Source: an optimization exercise on an open RTL-to-GDS flow (aim: small area). Production flows keep margins and buffers that such runs may drop. At most, simulation tests tie the RTL to the original design; equivalence was not proved.

==> inputs of run D <==
## reg_file
module reg_file
#(
   parameter int unsigned DATA_WIDTH = reg_file_pkg::DATA_WIDTH_DEFAULT,
   parameter int unsigned ADDR_WIDTH = reg_file_pkg::ADDR_WIDTH_DEFAULT
) (
   input  logic                  clk,
   input  logic                  reset,
   input  logic                  reg_write,
   input  logic [ADDR_WIDTH-1:0] reg_write_dest,
   input  logic [ADDR_WIDTH-1:0] reg_read_addr_1,
   input  logic [ADDR_WIDTH-1:0] reg_read_addr_2,
   input  logic [DATA_WIDTH-1:0] reg_write_data,
   output logic [DATA_WIDTH-1:0] reg_read_data_1,
   output logic [DATA_WIDTH-1:0] reg_read_data_2
);
==> module reg_file_read_port, before the edit <==
module reg_file_read_port
#(
   parameter int unsigned DATA_WIDTH = reg_file_pkg::DATA_WIDTH_DEFAULT,
   parameter int unsigned ADDR_WIDTH = reg_file_pkg::ADDR_WIDTH_DEFAULT,
   parameter int unsigned NREGS      = reg_file_pkg::zero_reg_of(ADDR_WIDTH)
) (
   input  logic [NREGS-1:0][DATA_WIDTH-1:0] mem,
   input  logic [NREGS-1:0]                 valid,
   input  logic [ADDR_WIDTH-1:0]            read_addr,
   output logic [DATA_WIDTH-1:0]            read_data
);
   localparam int unsigned NG = (NREGS + 2) / 3;   
   localparam int unsigned NM = (NG + 3) / 4;      
   logic [NREGS-1:0] sel;
   always_comb begin
      for (int unsigned i = 0; i < NREGS; i++) begin
         sel[i] = valid[i] && (read_addr == ADDR_WIDTH'(i));
      end
   end
   for (genvar j = 0; j < DATA_WIDTH; j++) begin : g_bit
      logic [NG-1:0] grp_n;   
      logic [NM-1:0] mrg;     
      for (genvar g = 0; g < NG; g++) begin : g_grp
         if (3 * g + 2 < NREGS) begin : g_3
            rf_aoi222 u_aoi (
               .a1 (mem[3*g][j]),   .a2 (sel[3*g]),
               .b1 (mem[3*g+1][j]), .b2 (sel[3*g+1]),
               .c1 (mem[3*g+2][j]), .c2 (sel[3*g+2]),
               .y  (grp_n[g])
            );
         end else if (3 * g + 1 < NREGS) begin : g_2
            rf_aoi22 u_aoi (
               .a1 (mem[3*g][j]),   .a2 (sel[3*g]),
               .b1 (mem[3*g+1][j]), .b2 (sel[3*g+1]),
               .y  (grp_n[g])
            );
         end else begin : g_1
            rf_nand #(.N(2)) u_nand (
               .a ({mem[3*g][j], sel[3*g]}),
               .y (grp_n[g])
            );
         end
      end
      for (genvar m = 0; m < NM; m++) begin : g_mrg
         localparam int unsigned LO = 4 * m;
         localparam int unsigned HI = (4 * m + 3 < NG) ? 4 * m + 3 : NG - 1;
         rf_nand #(.N(HI - LO + 1)) u_nand (
            .a (grp_n[HI:LO]),
            .y (mrg[m])
         );
      end
      rf_or #(.N(NM)) u_or (
         .a (mrg),
         .y (read_data[j])
      );
   end
endmodule
==> module rf_ao22, before the edit <==
module rf_ao22 (
   input  logic a1, a2, b1, b2,
   output logic y
);
   assign y = (a1 & a2) | (b1 & b2);
endmodule
==> module rf_aoi22, before the edit <==
module rf_aoi22 (
   input  logic a1, a2, b1, b2,
   output logic y
);
   assign y = ~((a1 & a2) | (b1 & b2));
endmodule
==> module rf_aoi222, before the edit <==
module rf_aoi222 (
   input  logic a1, a2, b1, b2, c1, c2,
   output logic y
);
   assign y = ~((a1 & a2) | (b1 & b2) | (c1 & c2));
endmodule
==> module rf_nand, before the edit <==
module rf_nand #(
   parameter int unsigned N = 2
) (
   input  logic [N-1:0] a,
   output logic         y
);
   assign y = ~&a;
endmodule
==> module rf_or, before the edit <==
module rf_or #(
   parameter int unsigned N = 2
) (
   input  logic [N-1:0] a,
   output logic         y
);
   assign y = |a;
endmodule
==> module reg_file, before the edit <==
module reg_file
#(
   parameter int unsigned DATA_WIDTH = reg_file_pkg::DATA_WIDTH_DEFAULT,
   parameter int unsigned ADDR_WIDTH = reg_file_pkg::ADDR_WIDTH_DEFAULT
) (
   input  logic                  clk,
   input  logic                  reset,
   input  logic                  reg_write,
   input  logic [ADDR_WIDTH-1:0] reg_write_dest,
   input  logic [ADDR_WIDTH-1:0] reg_read_addr_1,
   input  logic [ADDR_WIDTH-1:0] reg_read_addr_2,
   input  logic [DATA_WIDTH-1:0] reg_write_data,
   output logic [DATA_WIDTH-1:0] reg_read_data_1,
   output logic [DATA_WIDTH-1:0] reg_read_data_2
);
   localparam int unsigned NREGS = reg_file_pkg::zero_reg_of(ADDR_WIDTH);
   logic [NREGS-1:0][DATA_WIDTH-1:0] mem_q;
   logic [NREGS-1:0][DATA_WIDTH-1:0] mem_d;
   logic [NREGS-1:0]                 valid_q;
   logic [NREGS-1:0]                 wr_row;
   logic [NREGS-1:0]                 hold_row;
   always_comb begin
      for (int unsigned i = 0; i < NREGS; i++) begin
         wr_row[i]   = reg_write && (reg_write_dest == ADDR_WIDTH'(i));
         hold_row[i] = !wr_row[i];
      end
   end
   always_ff @(posedge clk or posedge reset) begin
      if (reset) begin
         valid_q <= '0;
      end else begin
         valid_q <= valid_q | wr_row;
      end
   end
   for (genvar i = 0; i < NREGS; i++) begin : g_row
      for (genvar j = 0; j < DATA_WIDTH; j++) begin : g_bit
         rf_ao22 u_wr (
            .a1 (mem_q[i][j]),
            .a2 (hold_row[i]),
            .b1 (reg_write_data[j]),
            .b2 (wr_row[i]),
            .y  (mem_d[i][j])
         );
      end
   end
   always_ff @(posedge clk) begin
      mem_q <= mem_d;
   end
   reg_file_read_port #(
      .DATA_WIDTH (DATA_WIDTH),
      .ADDR_WIDTH (ADDR_WIDTH)
   ) u_read_port_1 (
      .mem       (mem_q),
      .valid     (valid_q),
      .read_addr (reg_read_addr_1),
      .read_data (reg_read_data_1)
   );
   reg_file_read_port #(
      .DATA_WIDTH (DATA_WIDTH),
      .ADDR_WIDTH (ADDR_WIDTH)
   ) u_read_port_2 (
      .mem       (mem_q),
      .valid     (valid_q),
      .read_addr (reg_read_addr_2),
      .read_data (reg_read_data_2)
   );
endmodule
export LEC_CHECK = 0
export ABC_CLOCK_PERIOD_IN_PS = 1000000
export CAP_MARGIN = 20
export CELL_PAD_IN_SITES_DETAIL_PLACEMENT = 1
export CELL_PAD_IN_SITES_GLOBAL_PLACEMENT = 1
export CORE_MARGIN = 2
export CORE_UTILIZATION = 25
export PLACE_DENSITY = 0.3
export SLEW_MARGIN = 20
export SYNTH_HIERARCHICAL = 1
create_clock -name core_clock -period 7.0 [get_ports {clk}]
standard.sh (not shown) runs the stock make flow with config.mk's settings and CLKGATE_MAP_FILE= SYNTH_SCRIPT=/design/flow/synth_recipe.tcl, a recipe that flattens the netlist after the stock synthesis.
==> flow/flow/run.sh <==
#!/bin/bash
# The standard layout (bash standard.sh), with two changes made through ORFS's own
# variables: ports are buffered with the smallest buffer, and clock tree synthesis
# uses small clock buffers, larger sink clusters and no dummy loads.
set -euo pipefail
export BUFFER_PORTS_ARGS="-buffer_cell sky130_fd_sc_hd__buf_1"
export CTS_ARGS="-sink_clustering_enable -repair_clock_nets -dont_use_dummy_load -buf_list {sky130_fd_sc_hd__clkbuf_4 sky130_fd_sc_hd__clkbuf_8} -sink_clustering_size 20 -sink_clustering_max_diameter 60"
bash standard.sh > standard.log 2>&1
==> run Y: changes against run D <==
==> flow/flow/run.sh (replaced) <==
#!/bin/bash
# The standard layout (bash standard.sh), with two changes made through ORFS's own
# variables: ports are buffered with the smallest buffer, and clock tree synthesis
# uses small clock buffers, larger sink clusters and no dummy loads.
set -euo pipefail
export BUFFER_PORTS_ARGS="-buffer_cell sky130_fd_sc_hd__buf_1"
export CTS_ARGS="-sink_clustering_enable -repair_clock_nets -dont_use_dummy_load -buf_list {sky130_fd_sc_hd__clkbuf_8} -sink_clustering_size 14 -sink_clustering_max_diameter 70"
bash standard.sh > standard.log 2>&1
- CAP_MARGIN: 20 -> 10
- CORE_UTILIZATION: 25 -> 33
- PLACE_DENSITY: 0.3 -> 0.45
- SLEW_MARGIN: 20 -> 10
==> run M: changes against run D <==
==> flow/design.v (replaced) <==
package reg_file_pkg;
   localparam int unsigned DATA_WIDTH_DEFAULT = 64;
   localparam int unsigned ADDR_WIDTH_DEFAULT = 5;
   localparam int unsigned ZERO_REG           = 31;
   typedef logic [DATA_WIDTH_DEFAULT-1:0] reg_data_t;
   typedef logic [ADDR_WIDTH_DEFAULT-1:0] reg_addr_t;
   function automatic int unsigned zero_reg_of(input int unsigned addr_width);
      zero_reg_of = (32'd1 << addr_width) - 32'd1;
   endfunction
endpackage
module reg_file_read_port
#(
   parameter int unsigned DATA_WIDTH = reg_file_pkg::DATA_WIDTH_DEFAULT,
   parameter int unsigned ADDR_WIDTH = reg_file_pkg::ADDR_WIDTH_DEFAULT
) (
   input  logic                  reset,
   input  logic                  reg_write,
   input  logic [ADDR_WIDTH-1:0] reg_write_dest,
   input  logic [DATA_WIDTH-1:0] reg_write_data,
   input  logic [2**ADDR_WIDTH-1:0][DATA_WIDTH-1:0] mem,
   input  logic [ADDR_WIDTH-1:0] read_addr,
   output logic [DATA_WIDTH-1:0] read_data
);
   localparam logic [ADDR_WIDTH-1:0] ZERO_ADDR = ADDR_WIDTH'(reg_file_pkg::zero_reg_of(ADDR_WIDTH));
   logic unused_bypass;
   assign unused_bypass = ^{reset, reg_write, reg_write_dest, reg_write_data};
   always_comb begin
      read_data = mem[read_addr];
      if (read_addr == ZERO_ADDR) begin
         read_data = '0;
      end
   end
endmodule
module reg_file
#(
   parameter int unsigned DATA_WIDTH = reg_file_pkg::DATA_WIDTH_DEFAULT,
   parameter int unsigned ADDR_WIDTH = reg_file_pkg::ADDR_WIDTH_DEFAULT
) (
   input  logic                  clk,
   input  logic                  reset,
   input  logic                  reg_write,
   input  logic [ADDR_WIDTH-1:0] reg_write_dest,
   input  logic [ADDR_WIDTH-1:0] reg_read_addr_1,
   input  logic [ADDR_WIDTH-1:0] reg_read_addr_2,
   input  logic [DATA_WIDTH-1:0] reg_write_data,
   output logic [DATA_WIDTH-1:0] reg_read_data_1,
   output logic [DATA_WIDTH-1:0] reg_read_data_2
);
   localparam int unsigned           DEPTH     = 2**ADDR_WIDTH;
   localparam logic [ADDR_WIDTH-1:0] ZERO_ADDR = ADDR_WIDTH'(reg_file_pkg::zero_reg_of(ADDR_WIDTH));
   logic [DEPTH-1:0][DATA_WIDTH-1:0] mem_q;
   logic                  wr_en;
   assign wr_en = reg_write && (reg_write_dest != ZERO_ADDR);
   always_ff @(posedge clk or posedge reset) begin
      if (reset) begin
         for (int unsigned i = 0; i < DEPTH; i++) begin
            mem_q[i] <= '0;
         end
      end else if (wr_en) begin
         mem_q[reg_write_dest] <= reg_write_data;
      end
   end
   reg_file_read_port #(
      .DATA_WIDTH (DATA_WIDTH),
      .ADDR_WIDTH (ADDR_WIDTH)
   ) u_read_port_1 (
      .reset          (reset),
      .reg_write      (reg_write),
      .reg_write_dest (reg_write_dest),
      .reg_write_data (reg_write_data),
      .mem            (mem_q),
      .read_addr      (reg_read_addr_1),
      .read_data      (reg_read_data_1)
   );
   reg_file_read_port #(
      .DATA_WIDTH (DATA_WIDTH),
      .ADDR_WIDTH (ADDR_WIDTH)
   ) u_read_port_2 (
      .reset          (reset),
      .reg_write      (reg_write),
      .reg_write_dest (reg_write_dest),
      .reg_write_data (reg_write_data),
      .mem            (mem_q),
      .read_addr      (reg_read_addr_2),
      .read_data      (reg_read_data_2)
   );
endmodule
==> flow/run.sh (new file) <==
#!/bin/bash
# synth_recipe.tcl (not shown) runs the flow's synth.tcl, then flattens the netlist and writes it again
# the make line also repeats each setting of config.mk as NAME=value (left out here)
make -C /OpenROAD-flow-scripts/flow DESIGN_CONFIG=/design/flow/config.mk WORK_HOME=/design/flow/orfs CLKGATE_MAP_FILE= SYNTH_SCRIPT=/design/flow/synth_recipe.tcl finish
- ABC_CLOCK_PERIOD_IN_PS: 1000000 -> unset
- CELL_PAD_IN_SITES_DETAIL_PLACEMENT: 1 -> unset
- CELL_PAD_IN_SITES_GLOBAL_PLACEMENT: 1 -> unset
- CORE_UTILIZATION: 25 -> 45
- PLACE_DENSITY: 0.3 -> unset
- SYNTH_HIERARCHICAL: 1 -> unset
removed: flow/flow/run.sh
removed: flow/standard.sh
==> run E: changes against run D <==
==> flow/flow/run.sh (replaced) <==
#!/bin/bash
# The standard layout (bash standard.sh), with two changes made through ORFS's own
# variables: ports are buffered with the smallest buffer, and clock tree synthesis
# uses small clock buffers, larger sink clusters and no dummy loads.
set -euo pipefail
export BUFFER_PORTS_ARGS="-buffer_cell sky130_fd_sc_hd__buf_1"
export CTS_ARGS="-sink_clustering_enable -repair_clock_nets -dont_use_dummy_load -buf_list {sky130_fd_sc_hd__clkbuf_8} -sink_clustering_size 16 -sink_clustering_max_diameter 70"
bash standard.sh > standard.log 2>&1
- CORE_UTILIZATION: 25 -> 28
- PLACE_DENSITY: 0.3 -> 0.35
==> flow_summary.ini <==
[route]
drt_iter0_drc = 14900

[logic_synthesis]
async_flop_share = 0.0154
ys_top_cells_by_count = a22o_1 (1984), dfxtp_1 (1984), a222oi_1 (1280), nand4_1 (257), nand2_1 (160)

[clock_tree]
cts_buffers = 188

[pwr]
power_frac_seq = 0.598
seq-power_mw = 15.7

[run_status]
status = complete, no violations

[global_route]
grt_pass1_wl_um = 676000
track_usage = 0.354

[final_layout]
area_growth_pct = 15.5
n_all_buffers = 553
clkbuf_count = 188
final_core_util = 0.326
seqAreaFraction = 0.463
layout.cells.non_filler = 10400

[floorplanning]
dieHeight_um = 524
die_area_um2 = 274000

[sta]
fin_crit_sh = 0.856

[worst_setup_path]
arrival_ns = 4.59
reg2reg_to = valid_q[3]
(the above is from run E)
==> flow_summary.ini <==
[run_status]
status = complete, no violations

[sta]
fin_crit_sh = 0.884
tightest_slew_ns = 1.25

[floorplanning]
dieHeight_um = 554
die_area_um2 = 307000

[final_layout]
area_growth_pct = 17.7
final_core_util = 0.296
clkbuf_count = 235
seqAreaFraction = 0.455
layout.cells.non_filler = 11000
n_all_buffers = 614

[global_route]
track_usage = 0.340
grt_pass1_wl_um = 722000

[logic_synthesis]
ys_top_cells_by_count = a22o_1 (1984), dfxtp_1 (1984), a222oi_1 (1280), nand4_1 (257), nand2_1 (160)
async_flop_share = 0.0154

[worst_setup_path]
path_cells = buf_1 -> and3b_2 -> and3_4 -> buf_4 -> buf_4 -> a222oi_1 -> nand4_1 -> or3_1 -> buf_1
arrival_ns = 4.79

[route]
vias = 78400
drt_iter0_drc = 14200

[pwr]
power_frac_seq = 0.579

[clock_tree]
ctsHtreeMaxLevel = 4
cts_buffers = 235
(the above is from run D)
==> flow_summary.ini <==
[sta]
fin_crit_sh = 0.854

[run_status]
status = complete, no violations

[pwr]
power_frac_seq = 0.605

[final_layout]
n_all_buffers = 555
area_growth_pct = 14.7
clkbuf_count = 175
layout.cells.non_filler = 9888

[floorplanning]
die_area_um2 = 233000

[logic_synthesis]
ys_top_cells_by_count = a22o_1 (1984), dfxtp_1 (1984), a222oi_1 (1280), nand4_1 (257), nand2_1 (160)
async_flop_share = 0.0154

[global_route]
grt_pass1_wl_um = 651000

[clock_tree]
cts_buffers = 175

[worst_setup_path]
arrival_ns = 4.58
reg2reg_to = mem_q[1012]
(the above is from run Y)
==> flow_summary.ini <==
[global_route]
track_usage = 0.324
grt_pass1_wl_um = 586000

[run_status]
status = complete, no violations

[worst_setup_path]
reg2reg_to = mem_q[176]
crit_cells = 7
arrival_ns = 4.73

[final_layout]
n_all_buffers = 537
fill_cells = 20700
seqAreaFraction = 0.411
clkbuf_count = 342
non_clock_buffer_area_share = 0.0450
area_growth_pct = 12.4

[route]
drt_iter0_drc = 7974

[sta]
fin_crit_sh = 0.876

[pwr]
seq-power_mw = 16.9
power_frac_seq = 0.447

[floorplanning]
die_area_um2 = 250000
dieHeight_um = 500

[logic_synthesis]
async_flop_share = 1.00
ys_top_cells_by_count = mux2_2 (2084), dfrtp_1 (2048), mux2i_1 (868), mux4_2 (516), clkbuf_1 (430)

[clock_tree]
cts_buffers = 226
(the above is from run M)
The RTL of run M was laid out without a check of its function.

port drivers added, routing unchanged:
No port has a modelled driver above. Below, the same layouts with a new extraction and two added sets of constraints.
Step 1 (the two cells are an assumption about what drives the block):
set clk [get_ports {clk}]
set_driving_cell -lib_cell sky130_fd_sc_hd__clkbuf_16 $clk
set_driving_cell -lib_cell sky130_fd_sc_hd__buf_2 [delete_from_list [all_inputs] $clk]
Step 2 also shifts input and output timing later by t, the mid clock arrival at the registers, as if the neighbouring blocks saw the same clock.
Three values: no drivers, after step 1, after step 2; two values: the first two.
run	t (ns)	slack for setup (ns)	latest minus earliest clock arrival (ns)	worst register clock-pin slew, ns	worst data-port slew with drivers (ns)
run D	1.192	0.812 / 0.778 / 0.778	0.101 / 0.101	0.11 / 0.11	0.08
run Y	1.062	1.024 / 0.995 / 0.995	0.085 / 0.084	0.11 / 0.11	0.06
run M	0.980	0.866 / 0.838 / 0.838	0.050 / 0.049	0.07 / 0.07	0.28
run E	1.099	1.006 / 0.974 / 0.974	0.103 / 0.103	0.12 / 0.12	0.04
After both steps every run listed still meets setup and hold. For run D, which loses most, drivers alone change the setup slack by -0.034 ns; drivers and shift together by -0.034 ns.
